From an optimization exercise on the open Yosys and OpenROAD flow, aimed at small area, a short achievable clock period and few clock cycles per item; shortcuts taken in it are not production practice.
Where RTL was checked, it was by simulation tests only, not by an equivalence proof against the original.
Power and IR drop assume default switching activity.

== job 102 ==
## tomasulo_core
module tomasulo_core #(
  parameter logic [31:0] REG_INIT = 32'd5
) (
  input  logic        GCLK,
  input  logic        rst,
  input  logic [31:0] inst,          
  input  logic        inst_valid,
  output logic        fetch_en,
  output logic        wb_valid,      
  output logic [31:0] wb_value,
  input  logic [3:0]  dbg_addr,
  output logic [31:0] dbg_data,
  output logic        dbg_pending,
  output logic        idle           
);
  logic [31:0] rf   [16];
  logic [15:0] wr_q;                 
  logic        halted;
  logic        take, issue;
  logic [3:0]  opc, dst, src1, src2;
  logic        e_valid;
  logic        e_mul, e_sub;
  logic [3:0]  e_dst;
  logic [31:0] e_a, e_b;
  logic [31:0] x_y;
  logic        w_valid;
  logic [3:0]  w_dst;
  logic [31:0] w_val;
  logic [31:0] rd_a, rd_b;
  assign opc  = inst[31:28];
  assign dst  = inst[27:24];
  assign src1 = inst[23:20];
  assign src2 = inst[19:16];
  assign fetch_en = !halted;
  assign take     = inst_valid && !halted;
  assign issue    = take && (opc != tomasulo_pkg::OP_HLT);
  ...
Size: ~640 flip-flops, about 110 I/O pins.
==> module tomasulo_core, before the edit <==
module tomasulo_core #(
  parameter logic [31:0] REG_INIT = 32'd5
) (
  input  logic        GCLK,
  input  logic        rst,
  input  logic [31:0] inst,          
  input  logic        inst_valid,
  output logic        fetch_en,
  output logic        wb_valid,      
  output logic [31:0] wb_value,
  input  logic [3:0]  dbg_addr,
  output logic [31:0] dbg_data,
  output logic        dbg_pending,
  output logic        idle           
);
  logic [31:0] rf   [16];
  logic [15:0] wr_q;                 
  logic        halted;
  logic        take, issue;
  logic [3:0]  opc, dst, src1, src2;
  logic        e_valid;
  logic        e_mul, e_sub;
  logic [3:0]  e_dst;
  logic [31:0] e_a, e_b;
  logic [31:0] x_y;
  logic        w_valid;
  logic [3:0]  w_dst;
  logic [31:0] w_val;
  logic [31:0] rd_a, rd_b;
  assign opc  = inst[31:28];
  assign dst  = inst[27:24];
  assign src1 = inst[23:20];
  assign src2 = inst[19:16];
  assign fetch_en = !halted;
  assign take     = inst_valid && !halted;
  assign issue    = take && (opc != tomasulo_pkg::OP_HLT);
  function automatic logic [31:0] rf_read(input logic [3:0] r);
    logic [15:0] hit;
    rf_read = '0;
    for (int j = 0; j < 16; j++) begin
      hit[j] = (r == j[3:0]);
      rf_read = rf_read | ({32{hit[j] & wr_q[j]}} & rf[j]);
    end
    if (|(hit & ~wr_q)) rf_read = rf_read | REG_INIT;
  endfunction
  assign rd_a = (w_valid && w_dst == src1) ? w_val : rf_read(src1);
  assign rd_b = (w_valid && w_dst == src2) ? w_val : rf_read(src2);
  always_ff @(posedge GCLK) begin
    if (rst) begin
      halted  <= 1'b0;
      e_valid <= 1'b0;
      w_valid <= 1'b0;
      wr_q    <= '0;
    end else begin
      if (take && opc == tomasulo_pkg::OP_HLT) halted <= 1'b1;
      e_valid <= issue;
      w_valid <= e_valid;
      if (w_valid) wr_q[w_dst] <= 1'b1;
    end
  end
  always_ff @(posedge GCLK) begin
    e_mul <= (opc == tomasulo_pkg::OP_MUL);
    e_sub <= (opc == tomasulo_pkg::OP_SUB);
    e_dst <= dst;
    e_a   <= (e_valid && e_dst == src1) ? x_y : rd_a;
    e_b   <= (e_valid && e_dst == src2) ? x_y : rd_b;
    w_dst <= e_dst;
    w_val <= x_y;
    if (w_valid) rf[w_dst] <= w_val;
  end
  exec_unit u_exec (.is_mul(e_mul), .is_sub(e_sub), .a(e_a), .b(e_b), .y(x_y));
  assign wb_valid    = w_valid;
  assign wb_value    = w_val;
  assign idle        = !e_valid && !w_valid;
  assign dbg_data    = rf_read(dbg_addr);
  assign dbg_pending = (e_valid && e_dst == dbg_addr) || (w_valid && w_dst == dbg_addr);
endmodule
make LEC_CHECK=0 CAP_MARGIN=20 CORE_MARGIN=2 CORE_UTILIZATION=40 SETUP_SLACK_MARGIN=5 SLEW_MARGIN=20 finish   # period 12.0 ns
run.sh (not shown) runs the stock make flow with config.mk's settings and CLKGATE_MAP_FILE= SYNTH_SCRIPT=/design/flow/synth_recipe.tcl, a recipe that flattens the netlist after the stock synthesis.
Testbench counts of job 102, summed over its fixed seeds: cycles 8,282, items 7,706.
Setup changes, job 102 to job 101
--- a/flow/design.v
+++ b/flow/design.v
@@ -962,10 +962,14 @@
   logic [31:0] w_val;
   logic [31:0] rd_a, rd_b;
+  logic [31:0] port_a, port_b;
+  logic [3:0]  addr_a, addr_b;
+  logic        r_pend;
+  logic [3:0]  r_src1, r_src2;
   assign opc  = inst[31:28];
   assign dst  = inst[27:24];
   assign src1 = inst[23:20];
   assign src2 = inst[19:16];
-  assign fetch_en = !halted;
-  assign take     = inst_valid && !halted;
+  assign fetch_en = !halted && !r_pend;
+  assign take     = inst_valid && fetch_en;
   assign issue    = take && (opc != tomasulo_pkg::OP_HLT);
   function automatic logic [31:0] rf_read(input logic [3:0] r);
@@ -978,9 +982,14 @@
     if (|(hit & ~wr_q)) rf_read = rf_read | REG_INIT;
   endfunction
-  assign rd_a = (w_valid && w_dst == src1) ? w_val : rf_read(src1);
-  assign rd_b = (w_valid && w_dst == src2) ? w_val : rf_read(src2);
+  assign addr_a = idle ? dbg_addr : r_pend ? r_src1 : src1;
+  assign addr_b = r_pend ? r_src2 : src2;
+  assign port_a = rf_read(addr_a);
+  assign port_b = rf_read(addr_b);
+  assign rd_a = (w_valid && w_dst == src1) ? w_val : port_a;
+  assign rd_b = (w_valid && w_dst == src2) ? w_val : port_b;
   always_ff @(posedge GCLK) begin
     if (rst) begin
       halted  <= 1'b0;
+      r_pend  <= 1'b0;
       e_valid <= 1'b0;
       w_valid <= 1'b0;
@@ -988,5 +997,6 @@
     end else begin
       if (take && opc == tomasulo_pkg::OP_HLT) halted <= 1'b1;
-      e_valid <= issue;
+      r_pend  <= issue && idle;
+      e_valid <= (issue && !idle) || r_pend;
       w_valid <= e_valid;
       if (w_valid) wr_q[w_dst] <= 1'b1;
@@ -994,7 +1004,11 @@
   end
   always_ff @(posedge GCLK) begin
-    e_mul <= (opc == tomasulo_pkg::OP_MUL);
-    e_sub <= (opc == tomasulo_pkg::OP_SUB);
-    e_dst <= dst;
+    if (!r_pend) begin
+      e_mul  <= (opc == tomasulo_pkg::OP_MUL);
+      e_sub  <= (opc == tomasulo_pkg::OP_SUB);
+      e_dst  <= dst;
+      r_src1 <= src1;
+      r_src2 <= src2;
+    end
     e_a   <= (e_valid && e_dst == src1) ? x_y : rd_a;
     e_b   <= (e_valid && e_dst == src2) ? x_y : rd_b;
@@ -1006,6 +1020,6 @@
   assign wb_valid    = w_valid;
   assign wb_value    = w_val;
-  assign idle        = !e_valid && !w_valid;
-  assign dbg_data    = rf_read(dbg_addr);
+  assign idle        = !e_valid && !w_valid && !r_pend;
+  assign dbg_data    = port_a;   
   assign dbg_pending = (e_valid && e_dst == dbg_addr) || (w_valid && w_dst == dbg_addr);
 endmodule
Results
The higher non-clock buffer share of cell area came out of job 101. When job 101 is set beside job 102, its detailed-routed wire length on met3 turns out to be 7.9% smaller. Sort job 101 and job 102 by maximum frequency asc -> top: job 101. Measured against job 101, the die area of job 102 comes out at 1.05 times the reference value. Flop count, job 102 -> job 101: increased. Relative to job 102, the final cell area reported for job 101 is higher.
For job 101, only the layout was checked, not whether the RTL still works.

========
== rev 12 ==
Another version of the RTL of tomasulo_core (not shown whole).
For scale: about 4000 cells after synthesis, ~110 I/O pins, roughly 43000 sq um of cells after synthesis.
==> module tomasulo_core, before the edit <==
module tomasulo_core #(
  parameter logic [31:0] REG_INIT = 32'd5
) (
  input  logic        GCLK,
  input  logic        rst,
  input  logic [31:0] inst,          
  input  logic        inst_valid,
  output logic        fetch_en,
  output logic        wb_valid,      
  output logic [31:0] wb_value,
  input  logic [3:0]  dbg_addr,
  output logic [31:0] dbg_data,
  output logic        dbg_pending,
  output logic        idle           
);
  logic [31:0] rf   [16];
  logic [15:0] wr_q;                 
  logic        halted;
  logic        take, issue;
  logic [3:0]  opc, dst, src1, src2;
  logic        e_valid;
  logic        e_mul, e_sub;
  logic [3:0]  e_dst;
  logic [31:0] e_a, e_b;
  logic        e_fa, e_fb;           
  logic [31:0] x_a, x_b, x_y;
  logic        w_valid;
  logic [3:0]  w_dst;
  logic [31:0] w_val;
  logic [31:0] rd_a, rd_b;
  assign opc  = inst[31:28];
  assign dst  = inst[27:24];
  assign src1 = inst[23:20];
  assign src2 = inst[19:16];
  assign fetch_en = !halted;
  assign take     = inst_valid && !halted;
  assign issue    = take && (opc != tomasulo_pkg::OP_HLT);
  function automatic logic [31:0] rf_read(input logic [3:0] r);
    logic [15:0] hit;
    rf_read = '0;
    for (int j = 0; j < 16; j++) begin
      hit[j] = (r == j[3:0]);
      rf_read = rf_read | ({32{hit[j] & wr_q[j]}} & rf[j]);
    end
    if (|(hit & ~wr_q)) rf_read = rf_read | REG_INIT;
  endfunction
  assign rd_a = (w_valid && w_dst == src1) ? w_val : rf_read(src1);
  assign rd_b = (w_valid && w_dst == src2) ? w_val : rf_read(src2);
  always_ff @(posedge GCLK) begin
    if (rst) begin
      halted  <= 1'b0;
      e_valid <= 1'b0;
      w_valid <= 1'b0;
      wr_q    <= '0;
    end else begin
      if (take && opc == tomasulo_pkg::OP_HLT) halted <= 1'b1;
      e_valid <= issue;
      w_valid <= e_valid;
      if (w_valid) wr_q[w_dst] <= 1'b1;
    end
  end
  always_ff @(posedge GCLK) begin
    e_mul <= (opc == tomasulo_pkg::OP_MUL);
    e_sub <= (opc == tomasulo_pkg::OP_SUB);
    e_dst <= dst;
    e_a   <= rd_a;
    e_b   <= rd_b;
    e_fa  <= e_valid && e_dst == src1;
    e_fb  <= e_valid && e_dst == src2;
    w_dst <= e_dst;
    w_val <= x_y;
    if (w_valid) rf[w_dst] <= w_val;
  end
  assign x_a = e_fa ? w_val : e_a;
  assign x_b = e_fb ? w_val : e_b;
  exec_unit u_exec (.is_mul(e_mul), .is_sub(e_sub), .a(x_a), .b(x_b), .y(x_y));
  assign wb_valid    = w_valid;
  assign wb_value    = w_val;
  assign idle        = !e_valid && !w_valid;
  assign dbg_data    = rf_read(dbg_addr);
  assign dbg_pending = (e_valid && e_dst == dbg_addr) || (w_valid && w_dst == dbg_addr);
endmodule
Settings: LEC_CHECK=0, CAP_MARGIN=20, CORE_MARGIN=2, CORE_UTILIZATION=50, CTS_CLUSTER_DIAMETER=100, CTS_CLUSTER_SIZE=24, SETUP_SLACK_MARGIN=5, SLEW_MARGIN=20; clock period 12.0 ns.
Rev 12 was carried through to the last stage, and its layout satisfied the timing, DRC and antenna checks.
Inputs modified between rev 12 and rev 13:
--- a/flow/design.v
+++ b/flow/design.v
@@ -957,16 +957,19 @@
   logic [3:0]  e_dst;
   logic [31:0] e_a, e_b;
-  logic        e_fa, e_fb;           
-  logic [31:0] x_a, x_b, x_y;
+  logic [31:0] x_y;
   logic        w_valid;
   logic [3:0]  w_dst;
   logic [31:0] w_val;
   logic [31:0] rd_a, rd_b;
+  logic [31:0] port_a, port_b;
+  logic [3:0]  addr_a, addr_b;
+  logic        r_pend;
+  logic [3:0]  r_src1, r_src2;
   assign opc  = inst[31:28];
   assign dst  = inst[27:24];
   assign src1 = inst[23:20];
   assign src2 = inst[19:16];
-  assign fetch_en = !halted;
-  assign take     = inst_valid && !halted;
+  assign fetch_en = !halted && !r_pend;
+  assign take     = inst_valid && fetch_en;
   assign issue    = take && (opc != tomasulo_pkg::OP_HLT);
   function automatic logic [31:0] rf_read(input logic [3:0] r);
@@ -979,9 +982,14 @@
     if (|(hit & ~wr_q)) rf_read = rf_read | REG_INIT;
   endfunction
-  assign rd_a = (w_valid && w_dst == src1) ? w_val : rf_read(src1);
-  assign rd_b = (w_valid && w_dst == src2) ? w_val : rf_read(src2);
+  assign addr_a = idle ? dbg_addr : r_pend ? r_src1 : src1;
+  assign addr_b = r_pend ? r_src2 : src2;
+  assign port_a = rf_read(addr_a);
+  assign port_b = rf_read(addr_b);
+  assign rd_a = idle ? REG_INIT : (w_valid && w_dst == src1) ? w_val : port_a;
+  assign rd_b = (w_valid && w_dst == src2) ? w_val : port_b;
   always_ff @(posedge GCLK) begin
     if (rst) begin
       halted  <= 1'b0;
+      r_pend  <= 1'b0;
       e_valid <= 1'b0;
       w_valid <= 1'b0;
@@ -989,5 +997,6 @@
     end else begin
       if (take && opc == tomasulo_pkg::OP_HLT) halted <= 1'b1;
-      e_valid <= issue;
+      r_pend  <= issue && idle && wr_q[src1];
+      e_valid <= (issue && !(idle && wr_q[src1])) || r_pend;
       w_valid <= e_valid;
       if (w_valid) wr_q[w_dst] <= 1'b1;
@@ -995,22 +1004,22 @@
   end
   always_ff @(posedge GCLK) begin
-    e_mul <= (opc == tomasulo_pkg::OP_MUL);
-    e_sub <= (opc == tomasulo_pkg::OP_SUB);
-    e_dst <= dst;
-    e_a   <= rd_a;
-    e_b   <= rd_b;
-    e_fa  <= e_valid && e_dst == src1;
-    e_fb  <= e_valid && e_dst == src2;
+    if (!r_pend) begin
+      e_mul  <= (opc == tomasulo_pkg::OP_MUL);
+      e_sub  <= (opc == tomasulo_pkg::OP_SUB);
+      e_dst  <= dst;
+      r_src1 <= src1;
+      r_src2 <= src2;
+    end
+    e_a   <= (e_valid && e_dst == src1) ? x_y : rd_a;
+    e_b   <= (e_valid && e_dst == src2) ? x_y : rd_b;
     w_dst <= e_dst;
     w_val <= x_y;
     if (w_valid) rf[w_dst] <= w_val;
   end
-  assign x_a = e_fa ? w_val : e_a;
-  assign x_b = e_fb ? w_val : e_b;
-  exec_unit u_exec (.is_mul(e_mul), .is_sub(e_sub), .a(x_a), .b(x_b), .y(x_y));
+  exec_unit u_exec (.is_mul(e_mul), .is_sub(e_sub), .a(e_a), .b(e_b), .y(x_y));
   assign wb_valid    = w_valid;
   assign wb_value    = w_val;
-  assign idle        = !e_valid && !w_valid;
-  assign dbg_data    = rf_read(dbg_addr);
+  assign idle        = !e_valid && !w_valid && !r_pend;
+  assign dbg_data    = port_a;   
   assign dbg_pending = (e_valid && e_dst == dbg_addr) || (w_valid && w_dst == dbg_addr);
 endmodule
## What came out
Post-detailed-route wirelength per cell on rev 13 is down relative to rev 12. Power came out higher on rev 13 than on rev 12. Rev 13: floorplan core area 1.4% above rev 12. Rev 13 -> rev 12: number of port buffers delta 0, exact match. Non-clock buffer count is lower on rev 12. Count of inverters not on the clock network in the layout for rev 13: 19 up relative to rev 12. On global-route wire length before repair, rev 13 and rev 12 are neck and neck. Relative to rev 12, rev 13 degrades post-route cell area. Min pin slew with the least headroom to its limit across rev 13 and rev 12: rev 12. Going from rev 12 to rev 13, total vias in the final route saw an increase; number of global-route vias before repair saw an increase. When rev 13 is set beside rev 12, its global-route usage over all layers turns out to be 0.41 points smaller. Sink count of the clock tree: rev 13 > rev 12.
No functional check of the RTL was part of any run of this note.

afterwards: timing with drivers on the ports:
Ports are ideal in the flow. The routed layouts listed here were re-timed in OpenROAD.
Step 1 (the two cells are an assumption about what drives the block):
set clk [get_ports {GCLK}]
set_driving_cell -lib_cell sky130_fd_sc_hd__clkbuf_16 $clk
set_driving_cell -lib_cell sky130_fd_sc_hd__buf_2 [delete_from_list [all_inputs] $clk]
Step 2 adds t to the input delays and takes it off the output delays; t is the mean of the earliest and latest rising clock arrival at the registers after step 1. Input paths then give back, and output paths get back, about the clock's delay inside the block.
Three values: no drivers, after step 1, after step 2; two values: the first two.
| run | t, ns | setup WS [ns] | cell pins on the clock port's net |
|---|---|---|---|
| job 102 | 0.684 | 5.027 / 5.000 / 5.000 | 1 |
| job 101 | 0.738 | 4.566 / 4.562 / 3.855 | 1 |
| rev 12 | 0.672 | 5.004 / 4.982 / 4.982 | 1 |
| rev 13 | 0.708 | 4.582 / 4.523 / 3.951 | 1 |
After both steps setup and hold are still met in every run listed. The setup slack of job 101, which loses most, moves by -0.004 ns with the drivers and by -0.711 ns with both steps.
